Context: an optimization exercise on an open-source flow, tuned for small area and a short achievable clock period. The choices shown serve that exercise and are no tape-out recipe.
In this exercise RTL edits were held to simulation tests only and were not proved equivalent to the original.
Power and IR drop assume default switching activity.

## flow/design.v (module list and top-level ports; edited modules follow where they fit)
// module fb_window_gen: 66 lines
// module fb_combiner_n: 3595 lines
module fb_combiner_n
#(
    parameter int N_CH      = 4,
    parameter int DATA_W    = 15,
    parameter int COEF_W    = 18,
    parameter int FRAC_BITS = 14,
    parameter int OUT_W     = 13,
    parameter int CNT_W     = 8
) (
    input  logic                     clk,
    input  logic                     rst_n,
    input  logic                     trig,
    input  logic [N_CH*DATA_W-1:0]   data_in,
    input  logic [N_CH*COEF_W-1:0]   coef,
    input  logic [N_CH-1:0]          ch_en,
    input  logic [1:0]               mode,
    input  logic [OUT_W-1:0]         const_dac,
    input  logic [2:0]               no_bunches,
    input  logic [3:0]               no_samples,
    input  logic [CNT_W-1:0]         sample_spacing,
    input  logic [CNT_W-1:0]         start_delay,
    input  logic                     sat_clr,
    output logic [OUT_W-1:0]         fb_sgnl,
    output logic                     dac_cond,
    output logic                     busy,
    output logic                     sat_flag
);
  // ...
==> flow/run.sh <==
#!/bin/bash
# synth_recipe.tcl (not shown) runs the flow's synth.tcl, then flattens the netlist and writes it again
# the make line also repeats each setting of config.mk as NAME=value (left out here)
make -C /OpenROAD-flow-scripts/flow DESIGN_CONFIG=/design/flow/config.mk WORK_HOME=/design/flow/orfs CLKGATE_MAP_FILE= SYNTH_SCRIPT=/design/flow/synth_recipe.tcl finish
==> flow/config.mk <==
export PLATFORM = sky130hd
export DESIGN_NAME = fb_combiner_n
export DESIGN_NICKNAME = fb_combiner_n
export VERILOG_FILES = /design/flow/design.v
export SDC_FILE = /design/flow/constraint.sdc
export NUM_CORES = 4
export LEC_CHECK = 0
export CAP_MARGIN = 20
export CORE_MARGIN = 2
export CORE_UTILIZATION = 40
export SLEW_MARGIN = 20
==> flow/constraint.sdc <==
create_clock -name core_clock -period 9.0 [get_ports {clk}]
set_input_delay 1.8000 -clock core_clock [delete_from_list [all_inputs] [get_ports {clk}]]
set_output_delay 1.8000 -clock core_clock [all_outputs]
set_load 0.01 [all_outputs]
==> run_results.csv, run 1 <==
group,metric,value,unit
run_status,status,"no timing/DRC/antenna violations",
floorplan,die_x,315.7,um
critical_path,critPathBufInv,2,
clock_network,cts_tree,"done",
final_layout,reg_top3,"r2 x263, r3 x42",
place,io_buffers,193,
power_and_ir_drop,comb_power_share,54.1,%
synth,synth.avg_cell_area,10.36,um^2
critical_path,r2r-end,"r2[111]",
global_routing,grt_max_degree,63,
route,wire_per_inst,21.06,um
route,wl_met2,50.12,mm
floorplan,dieArea,99640,um^2
sta,slew_violations,0,
global_routing,use_met1,28.77,%
job,maxCapViolations,0,
critical_path,crit_start,"u_win.state[1]",
final_layout,nFlopsAndLatches,535,
critical_path,cpPeakStageDelay,0.61,ns
power_and_ir_drop,power,14.18,mW
route,antenna_left,0,
final_layout,stdcell_area,43650,um^2
synth,synthesis.area,38850,um^2
route,drc,0,
sta,final-setup-viol-count,0,
worst_hold_path,hp-start,"gsr[0]",
final_layout,regArea,11020,um^2
synth,synth_top_area_cell,"dfxtp_1",
clock_network,cts_resized,0,
critical_path,path_cells,"nor2_1 -> inv_1 -> clkdlybuf4s50_1",
sta,max_freq,251.0,MHz
critical_path,r2r_slack,5.52,ns
synth,yosys_register_bits,535,
critical_path,cp.required,7.20,ns
clock_network,cts.clk_slew.worst_paths,0.06,ns
clock_network,cts_root_buf,"clkbuf_16",
worst_hold_path,holdPathEnd,"gsr[1]",
==> module fb_window_gen, before the edit <==
module fb_window_gen
#(
    parameter int CNT_W = 8
) (
    input  logic             clk,
    input  logic             rst_n,
    input  logic             trig,
    input  logic [2:0]       no_bunches,
    input  logic [3:0]       no_samples,
    input  logic [CNT_W-1:0] sample_spacing,
    input  logic [CNT_W-1:0] start_delay,
    output logic             gate,
    output logic             busy
);
    fb_pkg::fb_state_t        state;
    logic             trig_d;
    logic             go;
    logic [2:0]       bunches;
    logic [3:0]       samples;
    logic [CNT_W-1:0] spacing;
    logic [CNT_W-1:0] cnt;
    logic [CNT_W-1:0] win;
    assign go   = trig && !trig_d && no_bunches != 3'd0 && no_samples != 4'd0;
    assign win  = CNT_W'(samples) - CNT_W'(1);
    assign gate = state == fb_pkg::ACTIVE;
    assign busy = state != fb_pkg::IDLE;
    always_ff @(posedge clk or negedge rst_n) begin
        if (!rst_n) begin
            state   <= fb_pkg::IDLE;
            trig_d  <= 1'b0;
            bunches <= '0;
            samples <= '0;
            spacing <= '0;
            cnt     <= '0;
        end else begin
            trig_d <= trig;
            case (state)
                fb_pkg::IDLE: if (go) begin
                    bunches <= no_bunches;
                    samples <= no_samples;
                    spacing <= sample_spacing;
                    state   <= start_delay == '0 ? fb_pkg::ACTIVE : fb_pkg::DELAY;
                    cnt     <= start_delay == '0 ? CNT_W'(no_samples) - CNT_W'(1) : start_delay - CNT_W'(1);
                end
                fb_pkg::DELAY: begin
                    state <= cnt == '0 ? fb_pkg::ACTIVE : fb_pkg::DELAY;
                    cnt   <= cnt == '0 ? win : cnt - CNT_W'(1);
                end
                fb_pkg::ACTIVE: begin
                    if (cnt != '0) cnt <= cnt - CNT_W'(1);
                    else if (bunches == 3'd1) state <= fb_pkg::IDLE;
                    else begin
                        bunches <= bunches - 3'd1;
                        state   <= spacing > CNT_W'(samples) ? fb_pkg::GAP : fb_pkg::ACTIVE;
                        cnt     <= spacing > CNT_W'(samples) ? spacing - CNT_W'(samples) - CNT_W'(1) : win;
                    end
                end
                fb_pkg::GAP: begin
                    state <= cnt == '0 ? fb_pkg::ACTIVE : fb_pkg::GAP;
                    cnt   <= cnt == '0 ? win : cnt - CNT_W'(1);
                end
                default: state <= fb_pkg::IDLE;
            endcase
        end
    end
endmodule
==> run 2: changes to the inputs <==
--- a/flow/design.v
+++ b/flow/design.v
@@ -22,18 +22,53 @@
     output logic             gate,
     output logic             busy
 );
-    fb_pkg::fb_state_t        state;
+    fb_pkg::fb_state_t state, state_n;
     logic             trig_d;
     logic             go;
-    logic [2:0]       bunches;
-    logic [3:0]       samples;
-    logic [CNT_W-1:0] spacing;
-    logic [CNT_W-1:0] cnt;
+    logic [2:0]       bunches, bunches_n;
+    logic [3:0]       samples, samples_n;
+    logic [CNT_W-1:0] spacing, spacing_n;
+    logic [CNT_W-1:0] cnt, cnt_n;
     logic [CNT_W-1:0] win;
+    logic             busy_q;
     assign go   = trig && !trig_d && no_bunches != 3'd0 && no_samples != 4'd0;
     assign win  = CNT_W'(samples) - CNT_W'(1);
     assign gate = state == fb_pkg::ACTIVE;
-    assign busy = state != fb_pkg::IDLE;
+    assign busy = busy_q;
+    always_comb begin
+        state_n   = state;
+        bunches_n = bunches;
+        samples_n = samples;
+        spacing_n = spacing;
+        cnt_n     = cnt;
+        case (state)
+            fb_pkg::IDLE: if (go) begin
+                bunches_n = no_bunches;
+                samples_n = no_samples;
+                spacing_n = sample_spacing;
+                state_n   = start_delay == '0 ? fb_pkg::ACTIVE : fb_pkg::DELAY;
+                cnt_n     = start_delay == '0 ? CNT_W'(no_samples) - CNT_W'(1) : start_delay - CNT_W'(1);
+            end
+            fb_pkg::DELAY: begin
+                state_n = cnt == '0 ? fb_pkg::ACTIVE : fb_pkg::DELAY;
+                cnt_n   = cnt == '0 ? win : cnt - CNT_W'(1);
+            end
+            fb_pkg::ACTIVE: begin
+                if (cnt != '0) cnt_n = cnt - CNT_W'(1);
+                else if (bunches == 3'd1) state_n = fb_pkg::IDLE;
+                else begin
+                    bunches_n = bunches - 3'd1;
+                    state_n   = spacing > CNT_W'(samples) ? fb_pkg::GAP : fb_pkg::ACTIVE;
+                    cnt_n     = spacing > CNT_W'(samples) ? spacing - CNT_W'(samples) - CNT_W'(1) : win;
+                end
+            end
+            fb_pkg::GAP: begin
+                state_n = cnt == '0 ? fb_pkg::ACTIVE : fb_pkg::GAP;
+                cnt_n   = cnt == '0 ? win : cnt - CNT_W'(1);
+            end
+            default: state_n = fb_pkg::IDLE;
+        endcase
+    end
     always_ff @(posedge clk or negedge rst_n) begin
         if (!rst_n) begin
             state   <= fb_pkg::IDLE;
@@ -42,35 +77,15 @@
             samples <= '0;
             spacing <= '0;
             cnt     <= '0;
+            busy_q  <= 1'b0;
         end else begin
-            trig_d <= trig;
-            case (state)
-                fb_pkg::IDLE: if (go) begin
-                    bunches <= no_bunches;
-                    samples <= no_samples;
-                    spacing <= sample_spacing;
-                    state   <= start_delay == '0 ? fb_pkg::ACTIVE : fb_pkg::DELAY;
-                    cnt     <= start_delay == '0 ? CNT_W'(no_samples) - CNT_W'(1) : start_delay - CNT_W'(1);
-                end
-                fb_pkg::DELAY: begin
-                    state <= cnt == '0 ? fb_pkg::ACTIVE : fb_pkg::DELAY;
-                    cnt   <= cnt == '0 ? win : cnt - CNT_W'(1);
-                end
-                fb_pkg::ACTIVE: begin
-                    if (cnt != '0) cnt <= cnt - CNT_W'(1);
-                    else if (bunches == 3'd1) state <= fb_pkg::IDLE;
-                    else begin
-                        bunches <= bunches - 3'd1;
-                        state   <= spacing > CNT_W'(samples) ? fb_pkg::GAP : fb_pkg::ACTIVE;
-                        cnt     <= spacing > CNT_W'(samples) ? spacing - CNT_W'(samples) - CNT_W'(1) : win;
-                    end
-                end
-                fb_pkg::GAP: begin
-                    state <= cnt == '0 ? fb_pkg::ACTIVE : fb_pkg::GAP;
-                    cnt   <= cnt == '0 ? win : cnt - CNT_W'(1);
-                end
-                default: state <= fb_pkg::IDLE;
-            endcase
+            trig_d  <= trig;
+            state   <= state_n;
+            bunches <= bunches_n;
+            samples <= samples_n;
+            spacing <= spacing_n;
+            cnt     <= cnt_n;
+            busy_q  <= state_n != fb_pkg::IDLE;
         end
     end
 endmodule
==> flow/flow/run.sh (new file) <==
#!/bin/bash
set -euo pipefail
bash standard.sh SETUP_SLACK_MARGIN=6.0 finish > flow_make.log 2>&1
==> flow/standard.sh (new file) <==
#!/bin/bash
# synth_recipe.tcl (not shown) runs the flow's synth.tcl, then flattens the netlist and writes it again
# the make line also repeats each setting of config.mk as NAME=value (left out here)
make -C /OpenROAD-flow-scripts/flow DESIGN_CONFIG=/design/flow/config.mk WORK_HOME=/design/flow/orfs CLKGATE_MAP_FILE= SYNTH_SCRIPT=/design/flow/synth_recipe.tcl "${@:-finish}"
removed: flow/run.sh
==> run 2 against run 1 <==
Sequential share of layout area rose by 0.43 points. First-iteration DRC count is 4.5% higher. Global-route usage is 0.20 points higher. Count of clock-buffer cells in the layout increased by 6. Utilization increased by 0.94 points. Routed wire length increased by 0.94%. Register-to-register slack gained 0.24 ns.
==> run_results.csv, run 2 <==
group,metric,value,unit
synth,syn_nets,4554,
final_layout,final_common_cell,"a22oi_1",
global_routing,grt_overflow_total,0,
final_layout,stdcell_count,5050,
route,vias,26660,
route,drc,0,
synth,synthCells,3711,
global_routing,grt_use_total,21.89,%
critical_path,crit_family,"simple AND/OR/NAND/NOR gates",
sta,fin_tns_setup,0,ns
final_layout,largest_register_ffs,263,
route,wl,107.6,mm
synth,synth.avg_cell_area,10.44,um^2
route,wire_per_inst,21.30,um
sta,final-setup-viol-count,0,
place,io_buffers,193,
clock_network,cts_buffer_depth,3,
critical_path,cp-start-kind,"input port",
synth,synthesis.area,38760,um^2
synth,ys.flop_type,"dfxtp_1",
sta,hold_viol,0,
floorplan,placement_rows,114,
synth,synth_top_area_cell,"dfxtp_1",
synth,synthArstFlopShare,11.75,%
place,routabilityCongestion,0.9456,
route,drtPass1Iterations,7,
sta,max_freq,286.3,MHz
clock_network,clk_latency,0.67,ns
power_and_ir_drop,p_per_area,322.0,nW/um^2
floorplan,die_x,315.3,um
floorplan,io_pins,194,
final_layout,syn_to_final_growth,14.97,%
critical_path,crit_path_end_kind,"flop",
global_routing,grt_pass1_wl,166.9,mm
sta,slew_violations,0,
worst_hold_path,min_path_type,"reg -> reg",
critical_path,cp.arrival,4.06,ns
clock_network,cts.sinks,536,
global_routing,grt_max_degree,64,
route,antenna_left,0,
final_layout,final_nets,4568,
floorplan,core,96420,um^2
critical_path,cp.required,9.57,ns
floorplan,dieArea,99400,um^2
sta,skew,0.01429,ns
synth,yosys_warnings,2,
synth,yosysMostFrequentCell,"a22oi_1",
critical_path,path_class,"in -> reg",
synth,yosys_register_bits,536,
final_layout,reg_top3,"r2 x263, r3 x42",
sta,slew-limit-headroom,29.74,%
place,placed_cells,4903,
critical_path,cp_max_fo,6,
place,dpl.hpwl,80.66,mm
clock_network,cts_tree,"done",
global_routing,antenna_found_initial,2,
floorplan,die_h,315.3,um
clock_network,cts_buffers,61,
critical_path,cpPeakStageDelay,0.45,ns
floorplan,start_util,40.19,%
sta,rsz0062_at_grt,"true",
final_layout,top_register,"r2",
synth,synth_commonest_cells,"a22oi_1 (506), dfxtp_1 (473), inv_1 (471), fa_1 (469), xor2_1 (354)",
synth,synth_cell_type_count,72,
synth,netlist_top_cells_area,"dfxtp_1 (24%), fa_1 (24%), a22oi_1 (9.8%)",
global_routing,grt_pass1_vias,27250,
sta,fin_crit_sh,38.81,%
route,via_per_inst,5.280,
synth,yosys.area.top_type_share,24.43,%
synth,ys_seq_area_share,28.50,%
run_status,status,"no timing/DRC/antenna violations",
final_layout,final_cell_mix,"a22oi_1 (506), inv_1 (466), fa_1 (463)",
synth,synth_edf_count,0,
critical_path,path_cells,"buf_8 -> inv_6 -> ha_4 -> or3b_4 -> or3_4 -> nand2b_4 -> a32oi_4 -> or3b_4 -> and3_4 -> nor4_2",
power_and_ir_drop,power,14.35,mW
power_and_ir_drop,irDropWorstVdd,0.2658,mV
power_and_ir_drop,leakage,18.73,nW
critical_path,critPathBufInv,2,
final_layout,final_util,46.21,%
final_layout,drive_gt1_share,11.50,%
clock_network,htreeDepth,2,
final_layout,n_antenna_cell,0,
sta,worstMarginPinSlew,1.050,ns
sta,min_period,3.493,ns
critical_path,cpMostUsedCell,"or3b_4",
clock_network,cts_root_buf,"clkbuf_16",
job,maxCapViolations,0,
route,drt-initial-drc-count,2556,
clock_network,cts.clk_slew.worst_paths,0.06,ns
critical_path,crit_path_top_delay_cell,"or3b_4",
[run 2: worst register-to-register path, stage by stage (launching register included)]
cell and delay, ns:
dfxtp_2 0.33, ha_4 0.22, a41o_1 0.20, a21o_1 0.17, a21o_1 0.16, a21o_1 0.16, a21o_1 0.19, a2111oi_4 0.30
o21bai_1 0.10, a221o_2 0.46, fa_2 0.39, fa_2 0.52
[run 2: final timing paths]
path / from / cells past startpoint / slack (ns) / end
max: start_delay[0] / 10 / 5.51 / u_win.cnt[0]
max reg2reg: r2[4] / 11 / 5.76 / r3[3]
max in group asynchronous: rst_n / 2 / 7.15 / dac_cond
min in group asynchronous: rst_n / 2 / 1.30 / u_win.samples[0]
min reg2reg: vld[0] / 0 / 0.35 / vld[1]
min: vld[0] / 0 / 0.35 / vld[1]
[run 2: logic make-up (layout without fill, tap and decap cells)]
family	count (synthesis)	in the layout	synth area share, %
XOR/XNOR	610	610	13.79
AND/OR/NAND/NOR	353	355	4.965
AO/OA/AOI/OAI	768	768	14.40
other	1	1	0.009676
multiplexers	10	10	0.2776
adder cells (fa/ha/maj)	665	665	30.55
flip-flops	536	536	28.50
buffers and inverters	768	829	7.513
[run 2: metal layers]
layer | share of wire [%] | wire length, um | global-route usage (%)
met5 | 0.010 | 11 | 0
met4 | 4.3 | 4621 | 8.822
met3 | 6.8 | 7261 | 2.986
met2 | 47 | 50770 | 35.81
met1 | 42 | 44900 | 29.25
[run 2: layout make-up]
type	instances	area [um^2]
clock buffer	82	1697
clock inverter	30	409.1
fill	9009	51860
inverter	472	1809
multi-input combinational	2409	25320
sequential	536	11440
tap	1276	1597
timing repair buffer	245	2286
[run 2: through the flow]
| step | hold slack (ns) | worst slack, ns | instance area, um^2 |
|---|---|---|---|
| final | 0.3506 | 5.507 | 44560 |
| after global routing | 0.3682 | 5.458 | 44560 |
| after CTS | 0.3525 | 5.551 | 44100 |
| after detailed placement | 0.3380 | 3.958 | 41400 |
| after global placement | 0.3363 | 3.977 | 41400 |
| after floorplan | 0.3290 | 4.998 | 39060 |
[run 2: repair_timing]
item,4_1_cts,5_1_grt
hold buffers,0,0
resized for setup,278,130
hold endpoints to repair,0,0
setup buffers,21,12
setup endpoints to repair,152,90
pin swaps,24,27
gates cloned,2,0
[run 2: power by group]
part / total (mW) / leakage, nW / switching [mW] / internal (mW)
clock network: 2.60 / 1.02 / 1.05 / 1.55
registers: 3.74 / 4.77 / 0.524 / 3.22
logic: 8.00 / 12.9 / 4.55 / 3.44
total: 14.3 / 18.7 / 6.13 / 8.22
==> run 3: changes to the inputs <==
==> flow/run.sh (new file) <==
#!/bin/bash
# synth_recipe.tcl (not shown) runs the flow's synth.tcl, then flattens the netlist and writes it again
# the make line also repeats each setting of config.mk as NAME=value (left out here)
make -C /OpenROAD-flow-scripts/flow DESIGN_CONFIG=/design/flow/config.mk WORK_HOME=/design/flow/orfs CLKGATE_MAP_FILE= SYNTH_SCRIPT=/design/flow/synth_recipe.tcl finish
--- a/flow/config.mk
+++ b/flow/config.mk
@@ -8,4 +8,5 @@
 export CAP_MARGIN = 20
 export CORE_MARGIN = 2
 export CORE_UTILIZATION = 40
+export SETUP_SLACK_MARGIN = 5
 export SLEW_MARGIN = 20
removed: flow/flow/run.sh
removed: flow/standard.sh
==> run 3 against run 2 <==
Still clean on timing, DRC and antenna. Combinational power shrank 4.8%. Global-route usage shrank 0.35 points. Critical path depth is the same. Hold slack lost 0.0012 ns. Power shrank 1.3%. Die area is the same. Final cell count shrank 0.48%. Register-to-register slack lost 0.45 ns. Largest power group unchanged. Highest routed layer is now met4.
==> run_results.csv, run 3 <==
group,metric,value,unit
final_layout,final_cell_mix,"a22oi_1 (506), dfxtp_1 (472), inv_1 (469), fa_1 (469), xor2_1 (354)",
synth,synth_xor_area_share,13.79,%
global_routing,grt_max_degree,64,
synth,netlist_top_cells_area,"dfxtp_1 (24%), fa_1 (24%), a22oi_1 (9.8%)",
critical_path,cp-endpoint,"u_win.cnt[0]",
final_layout,regArea,11050,um^2
power_and_ir_drop,power,14.16,mW
route,wl,106.4,mm
synth,synth-simple-area-share,4.965,%
route,vias,26310,
synth,yosys_warnings,2,
floorplan,dieArea,99400,um^2
final_layout,multi_input_comb_area,24880,um^2
sta,setup_ws,5.100,ns
place,place_ws,3.879,ns
route,via_per_inst,5.236,
critical_path,reg2reg_depth,10,
final_layout,top_register,"r2",
critical_path,cp-start-kind,"input port",
critical_path,path_class,"in -> reg",
sta,slew-limit-headroom,24.51,%
synth,synth_commonest_cells,"a22oi_1 (506), dfxtp_1 (473), inv_1 (471), fa_1 (469), xor2_1 (354)",
floorplan,placement_rows,114,
sta,max_freq,256.4,MHz
sta,final-setup-viol-count,0,
synth,synthArstFlopShare,11.75,%
place,placed_cells,4905,
synth,ys.flop_type,"dfxtp_1",
clock_network,htreeDepth,3,
clock_network,cts.sinks,536,
route,drc,0,
floorplan,start_util,40.19,%
synth,yosys.area.top_type_share,24.43,%
synth,syn_nets,4554,
global_routing,antenna_found_initial,1,
sta,hold_viol,0,
synth,synth_top_area_cell,"dfxtp_1",
final_layout,largest_register_ffs,263,
place,routabilityCongestion,0.9162,
final_layout,stdcell_count,5026,
run_status,status,"no timing/DRC/antenna violations",
synth,synthCells,3711,
synth,yosys_register_bits,536,
global_routing,grt_pass1_vias,26770,
place,dpl.hpwl,80.14,mm
floorplan,die_h,315.3,um
critical_path,r2r-end,"res_q[0]",
sta,slew_violations,0,
clock_network,cts.clk_slew.worst_paths,0.06,ns
critical_path,crit_path_end_kind,"flop",
clock_network,cts_root_buf,"clkbuf_16",
job,maxCapViolations,0,
sta,skew,0.03400,ns
critical_path,cp.required,9.51,ns
clock_network,cts_buffers,66,
synth,synth.avg_cell_area,10.44,um^2
synth,synth_fa_ha_area_share,30.55,%
floorplan,die_x,315.3,um
global_routing,grt_overflow_total,0,
synth,synth_mux_area_share,0.2776,%
clock_network,cts_hold_buf,0,
final_layout,final_common_cell,"a22oi_1",
sta,fin_tns_setup,0,ns
route,drtPass1Iterations,6,
synth,synth_top_family_by_area,"adder cells",
clock_network,cts_buffer_depth,3,
critical_path,timing.rr.start,"r3[9]",
clock_network,cts_tree,"done",
sta,rsz0062_at_grt,"false",
final_layout,syn_to_final_growth,12.85,%
final_layout,reg_top3,"r2 x263, r3 x42",
final_layout,final_nets,4543,
synth,synth_cell_type_count,72,
route,drt-initial-drc-count,2446,
final_layout,drive_gt1_share,5.333,%
synth,synth_edf_count,0,
route,antenna_left,0,
sta,worstMarginPinSlew,1.131,ns
global_routing,grt_pass1_wl,164.0,mm
power_and_ir_drop,leakage,18.54,nW
power_and_ir_drop,p_per_area,323.9,nW/um^2
critical_path,cp_max_fo,5,
sta,fin_crit_sh,43.33,%
clock_network,clk_latency,0.64,ns
synth,ys_seq_area_share,28.50,%
critical_path,crit_start,"start_delay[1]",
synth,synth_compound_area_share,14.40,%
synth,yosysMostFrequentCell,"a22oi_1",
route,wire_per_inst,21.16,um
worst_hold_path,min_path_type,"reg -> reg",
critical_path,r2r_slack,5.31,ns
place,io_buffers,193,
global_routing,grt_use_total,21.54,%
floorplan,core,96420,um^2
floorplan,io_pins,194,
critical_path,cp.arrival,4.41,ns
final_layout,fillers,9099,
final_layout,n_antenna_cell,0,
power_and_ir_drop,irDropWorstVdd,0.3188,mV
synth,synthesis.area,38760,um^2
sta,min_period,3.900,ns
## run 3: cell counts after synthesis
No cell type changed its count.
## run 3: worst min path at each step
| stage | from | endpoint | cells after the start |
|---|---|---|---|
| global placement | vld[0] | vld[1] | 0 |
| floorplan | neg0_q[0] | r2[0] | 0 |
| detailed placement | vld[1] | vld[2] | 0 |
| CTS | gsr[0] | gsr[1] | 0 |
| finish | vld[1] | vld[2] | 0 |
| global route | vld[0] | vld[1] | 0 |
## run 3: power breakdown
| group | internal (mW) | switching [mW] | total, mW |
|---|---|---|---|
| clock network | 1.72 | 1.09 | 2.81 |
| registers | 3.22 | 0.512 | 3.73 |
| logic | 3.22 | 4.40 | 7.62 |
## run 3: layout make-up
class	count	area share (%)
Clock buffer	87	4.306
Multi-Input combinational cell	2408	56.89
Inverter	472	4.091
Sequential cell	536	25.26
Tap cell	1276	3.651
Clock inverter	31	1.001
Timing Repair Buffer	216	4.803
## run 3: worst max-delay path: stages
cell and delay (ns):
dlygate4sd2_1 0.33, inv_12 0.08, ha_4 0.13, or3b_4 0.40, or3_4 0.39, nand2b_4 0.18
a32oi_4 0.27, or3b_4 0.45, o2111a_1 0.15, nor4_2 0.23
## run 3: cells by family after synthesis
kind of cell | Yosys count
buf+inv | 768
mux | 10
other cells | 1
fa+ha+maj | 665
compound gates | 768
simple gates | 353
flops | 536
xor+xnor | 610
## run 3: routing by layer
layer	wire (um)	part of all wire [%]	track usage, %	vias to the layer above
li1	-	-	-	12160
met1	45220	43	28.90	12970
met2	49250	46	34.07	984
met3	7210	6.8	3.815	198
met4	4688	4.4	9.479	0
met5	0	0	0	-
## run 3: repair_timing
action / CTS / global route
gates cloned: 0 / 1
pin swaps: 0 / 0
setup endpoints to repair: 11 / 22
gates resized for setup: 4 / 7
setup buffers: 1 / 1
## run 3: through the flow
stage | utilization, % | hold WS (ns) | instance area (um^2)
finish | 45.36 | 0.3494 | 43730
global placement | 42.87 | 0.3365 | 41330
CTS | 45.30 | 0.3533 | 43680
detailed placement | 42.87 | 0.3403 | 41340
floorplan | - | 0.3290 | 38800
global route | 45.36 | 0.3713 | 43730
==> run 4: changes to the inputs <==
--- a/flow/design.v
+++ b/flow/design.v
@@ -25,14 +25,14 @@
     fb_pkg::fb_state_t state, state_n;
     logic             trig_d;
     logic             go;
+    logic             last;
     logic [2:0]       bunches, bunches_n;
     logic [3:0]       samples, samples_n;
     logic [CNT_W-1:0] spacing, spacing_n;
     logic [CNT_W-1:0] cnt, cnt_n;
-    logic [CNT_W-1:0] win;
     logic             busy_q;
     assign go   = trig && !trig_d && no_bunches != 3'd0 && no_samples != 4'd0;
-    assign win  = CNT_W'(samples) - CNT_W'(1);
+    assign last = cnt == CNT_W'(1);
     assign gate = state == fb_pkg::ACTIVE;
     assign busy = busy_q;
     always_comb begin
@@ -40,33 +40,30 @@
         bunches_n = bunches;
         samples_n = samples;
         spacing_n = spacing;
-        cnt_n     = cnt;
+        cnt_n     = cnt - CNT_W'(1);
         case (state)
-            fb_pkg::IDLE: if (go) begin
-                bunches_n = no_bunches;
-                samples_n = no_samples;
-                spacing_n = sample_spacing;
-                state_n   = start_delay == '0 ? fb_pkg::ACTIVE : fb_pkg::DELAY;
-                cnt_n     = start_delay == '0 ? CNT_W'(no_samples) - CNT_W'(1) : start_delay - CNT_W'(1);
+            fb_pkg::IDLE: begin
+                cnt_n = cnt;
+                if (go) begin
+                    bunches_n = no_bunches;
+                    samples_n = no_samples;
+                    spacing_n = sample_spacing;
+                    state_n   = start_delay == '0 ? fb_pkg::ACTIVE : fb_pkg::DELAY;
+                    cnt_n     = start_delay == '0 ? CNT_W'(no_samples) : start_delay;
+                end
             end
-            fb_pkg::DELAY: begin
-                state_n = cnt == '0 ? fb_pkg::ACTIVE : fb_pkg::DELAY;
-                cnt_n   = cnt == '0 ? win : cnt - CNT_W'(1);
+            fb_pkg::DELAY, fb_pkg::GAP: if (last) begin
+                state_n = fb_pkg::ACTIVE;
+                cnt_n   = CNT_W'(samples);
             end
-            fb_pkg::ACTIVE: begin
-                if (cnt != '0) cnt_n = cnt - CNT_W'(1);
-                else if (bunches == 3'd1) state_n = fb_pkg::IDLE;
+            default: if (last) begin     
+                if (bunches == 3'd1) state_n = fb_pkg::IDLE;
                 else begin
                     bunches_n = bunches - 3'd1;
                     state_n   = spacing > CNT_W'(samples) ? fb_pkg::GAP : fb_pkg::ACTIVE;
-                    cnt_n     = spacing > CNT_W'(samples) ? spacing - CNT_W'(samples) - CNT_W'(1) : win;
+                    cnt_n     = spacing > CNT_W'(samples) ? spacing - CNT_W'(samples) : CNT_W'(samples);
                 end
             end
-            fb_pkg::GAP: begin
-                state_n = cnt == '0 ? fb_pkg::ACTIVE : fb_pkg::GAP;
-                cnt_n   = cnt == '0 ? win : cnt - CNT_W'(1);
-            end
-            default: state_n = fb_pkg::IDLE;
         endcase
     end
     always_ff @(posedge clk or negedge rst_n) begin
==> flow/flow/run.sh (new file) <==
#!/bin/bash
set -euo pipefail
bash standard.sh SETUP_SLACK_MARGIN=6.0 finish > flow_make.log 2>&1
==> flow/standard.sh (new file) <==
#!/bin/bash
# synth_recipe.tcl (not shown) runs the flow's synth.tcl, then flattens the netlist and writes it again
# the make line also repeats each setting of config.mk as NAME=value (left out here)
make -C /OpenROAD-flow-scripts/flow DESIGN_CONFIG=/design/flow/config.mk WORK_HOME=/design/flow/orfs CLKGATE_MAP_FILE= SYNTH_SCRIPT=/design/flow/synth_recipe.tcl "${@:-finish}"
--- a/flow/config.mk
+++ b/flow/config.mk
@@ -7,6 +7,5 @@
 export LEC_CHECK = 0
 export CAP_MARGIN = 20
 export CORE_MARGIN = 2
-export CORE_UTILIZATION = 40
-export SETUP_SLACK_MARGIN = 5
+export CORE_UTILIZATION = 60
 export SLEW_MARGIN = 20
removed: flow/run.sh
==> run 4 against run 3 <==
Sequential cell count is the same. Combinational power is 26% higher. First-iteration DRC count increased by 22%. Sequential share of layout area is 0.71 points higher. Routed wire length grew 2.1%. Clock power shrank 17%. Sequential power is 3% higher. Register-to-register slack better by 0.49 ns.
==> run_results.csv, run 4 <==
group,metric,value,unit
synth,yosys_register_bits,536,
synth,synth_commonest_cells,"a22oi_1 (505), dfxtp_1 (473), inv_1 (471), fa_1 (469), xor2_1 (351)",
job,maxCapViolations,0,
critical_path,timing.rr.start,"r2[4]",
route,drt-initial-drc-count,2976,
final_layout,n_antenna_cell,0,
synth,synth_edf_count,0,
synth,synthCells,3712,
synth,synth_cell_type_count,68,
global_routing,grt_overflow_total,0,
route,wire_per_inst,23.43,um
synth,yosys_warnings,2,
critical_path,cpPeakStageDelay,0.45,ns
synth,synth.avg_cell_area,10.42,um^2
floorplan,core,64120,um^2
clock_network,clk_latency,0.62,ns
critical_path,crit_path_end_kind,"flop",
route,drtPass1Iterations,6,
clock_network,cts_root_buf,"clkbuf_16",
critical_path,cp-start-kind,"flop",
power_and_ir_drop,irDropWorstVdd,0.3260,mV
final_layout,multi_input_comb_area,25530,um^2
global_routing,grt_pass1_vias,28460,
sta,hold_viol,0,
clock_network,htreeDepth,2,
floorplan,dieArea,66510,um^2
clock_network,cts_buffer_depth,3,
clock_network,cts_buffers,57,
sta,max_freq,312.5,MHz
floorplan,io_pins,194,
power_and_ir_drop,leakage,18.88,nW
route,antenna_left,0,
critical_path,r2r-end,"r3[3]",
floorplan,placement_rows,93,
sta,timing.hold.ws,0.3513,ns
final_layout,fillers,4839,
sta,fin_tns_setup,0,ns
floorplan,die_h,257.9,um
route,wl,108.6,mm
critical_path,reg2reg_depth,11,
global_routing,grt_use_total,32.77,%
final_layout,final_cell_mix,"a22oi_1 (503), inv_1 (471), fa_1 (461)",
sta,skew,0.01725,ns
critical_path,path_class,"reg -> reg",
place,placed_cells,4474,
final_layout,largest_register_ffs,263,
critical_path,r2r_slack,5.80,ns
route,drc,0,
route,via_per_inst,5.950,
critical_path,cp.required,9.50,ns
global_routing,antenna_found_initial,0,
sta,final-setup-viol-count,0,
final_layout,syn_to_final_growth,14.12,%
final_layout,drive_gt1_share,12.85,%
worst_hold_path,holdPathEnd,"gsr[2]",
critical_path,crit_path_top_delay_cell,"a221o_2",
sta,min_period,3.200,ns
synth,syn_nets,4551,
worst_hold_path,hold_depth,0,
synth,ys.flop_type,"dfxtp_1",
sta,worstMarginPinSlew,0.8339,ns
worst_hold_path,hp-start,"gsr[1]",
clock_network,cts.sinks,536,
clock_network,cts.clk_slew.worst_paths,0.06,ns
place,routabilityCongestion,1.037,
synth,synthesis.area,38680,um^2
final_layout,regArea,11460,um^2
route,wl_met1,42.05,mm
synth,synth_top_area_cell,"dfxtp_1",
final_layout,final_common_cell,"a22oi_1",
final_layout,final_nets,4574,
route,wl_met2,52.28,mm
sta,rsz0062_at_grt,"true",
sta,fin_crit_sh,35.56,%
critical_path,path_cells,"ha_4 -> a41o_1 -> a21o_1 -> a21o_1 -> a21o_1 -> a21o_1 -> a2111oi_2 -> o21bai_1 -> a221o_2 -> fa_2 -> fa_1",
route,top_layer,"met4",
route,dr_wl_met3,8.567,mm
run_status,status,"no timing/DRC/antenna violations",
floorplan,die_x,257.9,um
place,dpl.hpwl,81.39,mm
power_and_ir_drop,p_per_area,358.3,nW/um^2
critical_path,cpMostUsedCell,"a21o_1",
synth,synthArstFlopShare,11.75,%
synth,yosysMostFrequentCell,"a22oi_1",
place,io_buffers,193,
critical_path,cp.arrival,3.70,ns
floorplan,start_util,60.33,%
critical_path,cp_num_cells,11,
critical_path,crit_family,"compound AO/OA/AOI/OAI gates",
critical_path,critPathBufInv,0,
synth,ys_seq_area_share,28.56,%
synth,yosys.area.top_type_share,24.48,%
worst_hold_path,min_path_type,"reg -> reg",
final_layout,top_register,"r2",
global_routing,grt_pass1_wl,167.6,mm
critical_path,crit_start,"r2[4]",
route,vias,27600,
critical_path,cp_max_fo,1,
sta,slew_violations,0,
final_layout,stdcell_count,4638,
sta,slew-limit-headroom,44.20,%
synth,netlist_top_cells_area,"dfxtp_1 (24%), fa_1 (24%), a22oi_1 (9.8%)",
global_routing,grt_max_degree,64,
clock_network,cts_tree,"done",
final_layout,reg_top3,"r2 x263, r3 x42",
==> run 4: changes by cell type after synthesis, moves of 7 or more <==
cell / previous run / this run
buf_2: 2 / 9
nor4b_1: 0 / 10
nor3_2: 0 / 7
nor3_1: 10 / 19
a31oi_1: 9 / 1
o21ai_0: 83 / 72
buf_1: 34 / 25
clkbuf_1: 256 / 263
xnor2_1: 256 / 247
==> run 4: cells by family (layout without fill, tap and decap cells) <==
group	Yosys count	in the layout	share of synthesized area, %
XOR/XNOR	598	598	13.54
buffers and inverters	771	837	7.570
adder cells (fa/ha/maj)	661	661	30.49
AO/OA/AOI/OAI	761	763	14.26
other	1	1	0.009695
AND/OR/NAND/NOR	374	377	5.296
multiplexers	10	10	0.2847
flip-flops	536	536	28.56
==> run 4: through the flow <==
stage / total power, mW / utilization, % / worst slack, ns / cell area, um^2
finish: 15.82 / 68.85 / 5.800 / 44140
global route: 17.22 / 68.85 / 5.684 / 44140
CTS: 15.56 / 67.79 / 5.737 / 43460
detailed placement: 12.46 / 63.48 / 4.837 / 40700
global placement: 12.25 / 63.48 / 4.879 / 40700
floorplan: 9.126 / - / 5.842 / 38930
==> run 4: layout make-up <==
class | count | share of cell area [%]
clock buffer | 76 | 3.674
sequential | 536 | 25.96
multi-input combinational | 2410 | 57.84
inverter | 471 | 4.005
tap | 855 | 2.424
clock inverter | 31 | 0.5868
timing repair buffer | 259 | 5.510
==> run 4: worst max path at each step <==
stage | end | slack [ns]
floorplan | u_win.busy_q | 5.84
global placement | u_win.bunches[0] | 4.88
detailed placement | u_win.bunches[0] | 4.84
CTS | r3[3] | 5.74
global route | r3[3] | 5.68
finish | r3[3] | 5.80
==> run 4: metal layers <==
metal | global-route usage (%) | up-vias
met5 | 0 | -
met4 | 14.85 | 0
met3 | 5.575 | 276
li1 | - | 12230
met1 | 42.47 | 13790
met2 | 54.11 | 1302
==> run 4: where the power goes <==
group	total (mW)	switching, mW	internal, mW
Sequential	3.86	0.587	3.28
Combinational	9.61	5.49	4.12
Clock	2.34	0.989	1.35
==> run 4: timing repair <==
item | 4_1_cts | 5_1_grt
pin swaps | 64 | 38
setup buffers | 23 | 26
gates cloned | 7 | 1
hold buffers | 0 | 0
setup endpoints to repair | 158 | 67
gates resized for setup | 329 | 136
==> run 4: worst register-to-register path, stage by stage (launching register included) <==
cell and delay (ns):
dfxtp_2 0.33, ha_4 0.22, a41o_1 0.21, a21o_1 0.16
a21o_1 0.16, a21o_1 0.16, a21o_1 0.17, a2111oi_2 0.29
o21bai_1 0.12, a221o_2 0.45, fa_2 0.39, fa_1 0.43

==> static timing again, ports no longer ideal <==
In the flow no input, the clock included, has a driving cell. The finished layouts below were timed again as built, in two steps. Step 1 assumes that a clkbuf_16 drives the clock port and a buf_2 every other input. Step 2, shift: input delay + t, output delay - t, t = (earliest + latest rising clock arrival at the registers) / 2. This alone moves slack from input paths to output paths. Three values: ideal ports, drivers, drivers and shift; two values: the first two.
| run | t (ns) | setup slack, ns | hold WS [ns] | latest minus earliest clock arrival (ns) | worst slew at a driven data input, ns |
|---|---|---|---|---|---|
| run 1 | 0.731 | 5.016 / 4.947 / 4.664 | 0.344 / 0.344 / 0.344 | 0.027 / 0.028 | 0.07 |
| run 2 | 0.729 | 5.507 / 5.535 / 4.806 | 0.351 / 0.351 / 0.351 | 0.018 / 0.018 | 0.08 |
| run 3 | 0.691 | 5.100 / 5.153 / 4.462 | 0.349 / 0.349 / 0.349 | 0.036 / 0.036 | 0.07 |
| run 4 | 0.685 | 5.800 / 5.800 / 5.398 | 0.351 / 0.351 / 0.351 | 0.019 / 0.019 | 0.04 |
After both steps every run listed still meets setup and hold. The setup slack of run 2, which loses most, moves by +0.028 ns with the drivers and by -0.701 ns with both steps.
